This design comes from an exercise in tuning for small area, a short achievable clock period and few clock cycles per item on the open sky130 flow, not from production work.
Where RTL was checked, it was by simulation tests only, not by an equivalence proof against the original.
No activity file was given, so power comes from the tool's default toggle rates.

run 4:
==> flow/design.v (excerpt) <==
module wide_add_pipe #(
  parameter int WIDTH  = 256,
  parameter int LANE_W = 64,
  parameter int EN_W   = 8,
  parameter int CNT_W  = 16
) (
  input  logic             clk,
  input  logic             rst,
  input  logic             in_valid,
  output logic             in_ready,
  input  logic [WIDTH-1:0] op1,
  input  logic [WIDTH-1:0] op2,
  input  logic             sub,
  input  logic [EN_W-1:0]  en1,
  input  logic [EN_W-1:0]  en2,
  output logic             out_valid,
  input  logic             out_ready,
  output logic [WIDTH-1:0] res,
  output logic             carry_out,
  output logic [CNT_W-1:0] drop_cnt
);
export LEC_CHECK = 0
export CAP_MARGIN = 20
export CORE_MARGIN = 2
export CORE_UTILIZATION = 40
export SLEW_MARGIN = 20
create_clock -name core_clock -period 4.2 [get_ports {clk}]
standard.sh (not shown) runs the stock make flow with config.mk's settings and CLKGATE_MAP_FILE= SYNTH_SCRIPT=/design/flow/synth_recipe.tcl, a recipe that flattens the netlist after the stock synthesis.
==> flow/flow/run.sh <==
#!/bin/bash
# Layout flow: the standard ORFS flow (standard.sh, including its
# standard synthesis), with plain buffers instead of ORFS's default
# delay-buffer cell for the port buffers that global placement inserts.
# Every input and output port still gets its own buffer.
set -euo pipefail
export BUFFER_PORTS_ARGS="-buffer_cell sky130_fd_sc_hd__buf_1"
bash standard.sh "BUFFER_PORTS_ARGS=$BUFFER_PORTS_ARGS" finish > flow_standard.log 2>&1
--- input diff run 4..run 1 ---
- ABC_AREA: unset -> 1
==> summary.txt <==
- Going from run 4 to run 1, width of the die increased by 3.0% relative to the old numbers; number of non-clock inverters grew by 164; synthesized cell area saw an increase; internal power contribution fell 140 uW.
- Wire length: run 1 vs run 4 up about 7%
- The met1 demand-to-capacity share in global routing in run 1 was higher than what run 4 gave.
- Any difference in initial core utilization between run 4 and run 1 is small enough to ignore.
- Summary: with run 4 as the reference, power dissipated in the clock network in run 1 moved up slightly.
- The placed wire-length estimate in run 1 is 1.07 times that in run 4.
- Between run 4 and run 1, power share of the sequential group decreased.
- Compare run 1 and run 4 | number of gates resized after cts lower: run 1
No run of this note included a check of the RTL's function; only the layout flow was run.

========
## run A
wide_add_pipe, a different RTL version from the one above (not shown whole).
Size in the first run: ~320 flip-flops, about 810 I/O pins.
// wide_add_pipe
module wide_add_pipe #(
  parameter int WIDTH  = 256,
  parameter int LANE_W = 64,
  parameter int EN_W   = 8,
  parameter int CNT_W  = 16
) (
  input  logic             clk,
  input  logic             rst,
  input  logic             in_valid,
  output logic             in_ready,
  input  logic [WIDTH-1:0] op1,
  input  logic [WIDTH-1:0] op2,
  input  logic             sub,
  input  logic [EN_W-1:0]  en1,
  input  logic [EN_W-1:0]  en2,
  output logic             out_valid,
  input  logic             out_ready,
  output logic [WIDTH-1:0] res,
  output logic             carry_out,
  output logic [CNT_W-1:0] drop_cnt
);
Settings: LEC_CHECK=0, CAP_MARGIN=20, CORE_MARGIN=2, CORE_UTILIZATION=40, GPL_TIMING_DRIVEN=0, SETUP_SLACK_MARGIN=0.8, SLEW_MARGIN=20; clock period 4.2 ns.
Scripts as last shown in full above: flow/flow/run.sh
Per the final summary, run A finished and its layout is clean on timing, DRC and antenna.
Testbench counts of run A, summed over its fixed seeds: cycles 2,403, items 2,400.
Inputs modified between run A and run B:
- a change of CAP_MARGIN from 20 to 0
- a change of SLEW_MARGIN from 20 to 0
- an added CTS_BUF_LIST of sky130_fd_sc_hd__clkbuf_8 sky130_fd_sc_hd__clkbuf_4
- a deleted GPL_TIMING_DRIVEN that had been 0
==> comparison <==
Run B finished every step from synthesis to the final layout, and the layout passed the timing, DRC and antenna checks. Against run A as the reference, run B delivers a lower total power. For total detailed-routing wirelength, dividing the value from run B by the value from run A gives 0.922. Compared with run A, the router placed fewer vias in run B. Against run A, run B comes in 0.08 ns lower on peak per-stage delay on the critical path. Across both runs, clock power was lower for run B than for run A. Run B: count of buffers added by post-CTS timing repair for setup 46 below run A. Run B vs run A, violation count after the first detailed-routing iteration went down by 119. From run A to run B, synthesized netlist cell count did not move at all. Post-DP HPWL delta (run B − run A): favourable. From run A to run B the numbers moved as follows: layout buffer count excluding clock buffers dropped 0.32%; number of detailed-route iterations in the first pass barely changed.
Input changes introduced in run C (baseline for comparison: run B):
- clearing CTS_BUF_LIST, which used to be sky130_fd_sc_hd__clkbuf_8 sky130_fd_sc_hd__clkbuf_4
- swapping 0 for 20 in CAP_MARGIN
- swapping 0.8 for 0.6 in SETUP_SLACK_MARGIN
- swapping 0 for 20 in SLEW_MARGIN
Run C: all stages complete, timing, DRC and antenna checks passed
Count of antenna diodes in the layout (run C over run B): decrease, 11
The overall power consumption of run C was inferior to that of run B.
Relative to run B, critical path depth has gone up in run C.
Relative to run B, detailed-route wire length on metal 1 has increased by about 3.5% in run C.
The following lists how run D was set up differently from run C:
- a change of SETUP_SLACK_MARGIN from 0.6 to 0.8
- an added CTS_BUF_LIST of sky130_fd_sc_hd__clkbuf_8 sky130_fd_sc_hd__clkbuf_4
Final non-filler cell total (run D vs. run C) increases by a few percent. [compare] base=run C new=run D: number of global-route vias before repair +1.9%, pin count of the biggest net entering global routing lower, setup slack after layout went up by 0.084 ns. Looking at sequential share of layout area, run D sits below run C. Per the comparison of run D with run C, non-clock buffer count increased by 52 relative to the old numbers; global-route usage over all layers closely matched the old numbers. As far as parity-gate share of the synthesized area counting xor and xnor cells goes, run D and run C are indistinguishable; the numbers are identical.
What run E does differently from run D at the input level:
- CTS_BUF_LIST: sky130_fd_sc_hd__clkbuf_8 sky130_fd_sc_hd__clkbuf_4 -> unset
- CORE_UTILIZATION: 40 -> 55
--- outcome ---
- For run E, the flow was terminated by a tool error in 3_2_place_iop and produced no final design.
- Against run D, width of the chip in run E fell by more than 10%.
- From run D to run E the numbers moved as follows: height of the die decreased 14%; initial core utilization increased by 15 points relative to the old numbers; number of placement rows went down 14; post-synthesis instance area has remained practically unchanged.
For run F, these inputs were changed with respect to run E:
- a change of SETUP_SLACK_MARGIN from 0.8 to 1.0
- a change of CORE_UTILIZATION from 55 to 40
[summary]
Run F: no failed stages, no open violations at the end
Run F vs. run E: area share of fa/ha/maj cells after synthesis now sits at about the same level; die width rose about 17%; placement row count up about 18%; chip height higher.
Run F vs. run E: post-synthesis register bit count was more or less identical; initial standard-cell utilization of the core decreased by 15 points relative to the old numbers; post-synthesis async set-or-reset flop share about even; average size of a mapped cell stayed essentially flat.

-- what the ideal ports hide --
The flow's constraints put no driver on any port. The routed layouts listed below were extracted and timed again, unchanged, in two steps. Step 1 assumes that a clkbuf_16 drives the clock port and a buf_2 every other input. Step 2, shift: input delay + t, output delay - t, t = (earliest + latest rising clock arrival at the registers) / 2. This alone moves slack from input paths to output paths. Three values: ideal ports, drivers, drivers and shift; two values: the first two.
run	t, ns	slack for setup (ns)	worst hold slack (ns)	worst setup path at the end	cell pins on the clock port's net
run 4	0.609	0.259 / 0.197 / 0.066	0.530 / 0.503 / 0.530	input to register	1
run 1	0.637	0.372 / 0.307 / 0.465	0.485 / 0.485 / 0.485	input to register	1
run A	0.619	0.628 / 0.653 / 0.034	0.542 / 0.499 / 0.546	input to register	1
run B	0.667	0.817 / 0.831 / 0.164	0.473 / 0.438 / 0.547	input to register	1
run C	0.619	0.734 / 0.728 / 0.109	0.535 / 0.493 / 0.537	input to register	1
run D	0.667	0.817 / 0.831 / 0.164	0.473 / 0.438 / 0.547	input to register	1
run F	0.625	0.733 / 0.757 / 0.133	0.518 / 0.483 / 0.534	input to register	1
After both steps setup and hold are still met in every run listed.
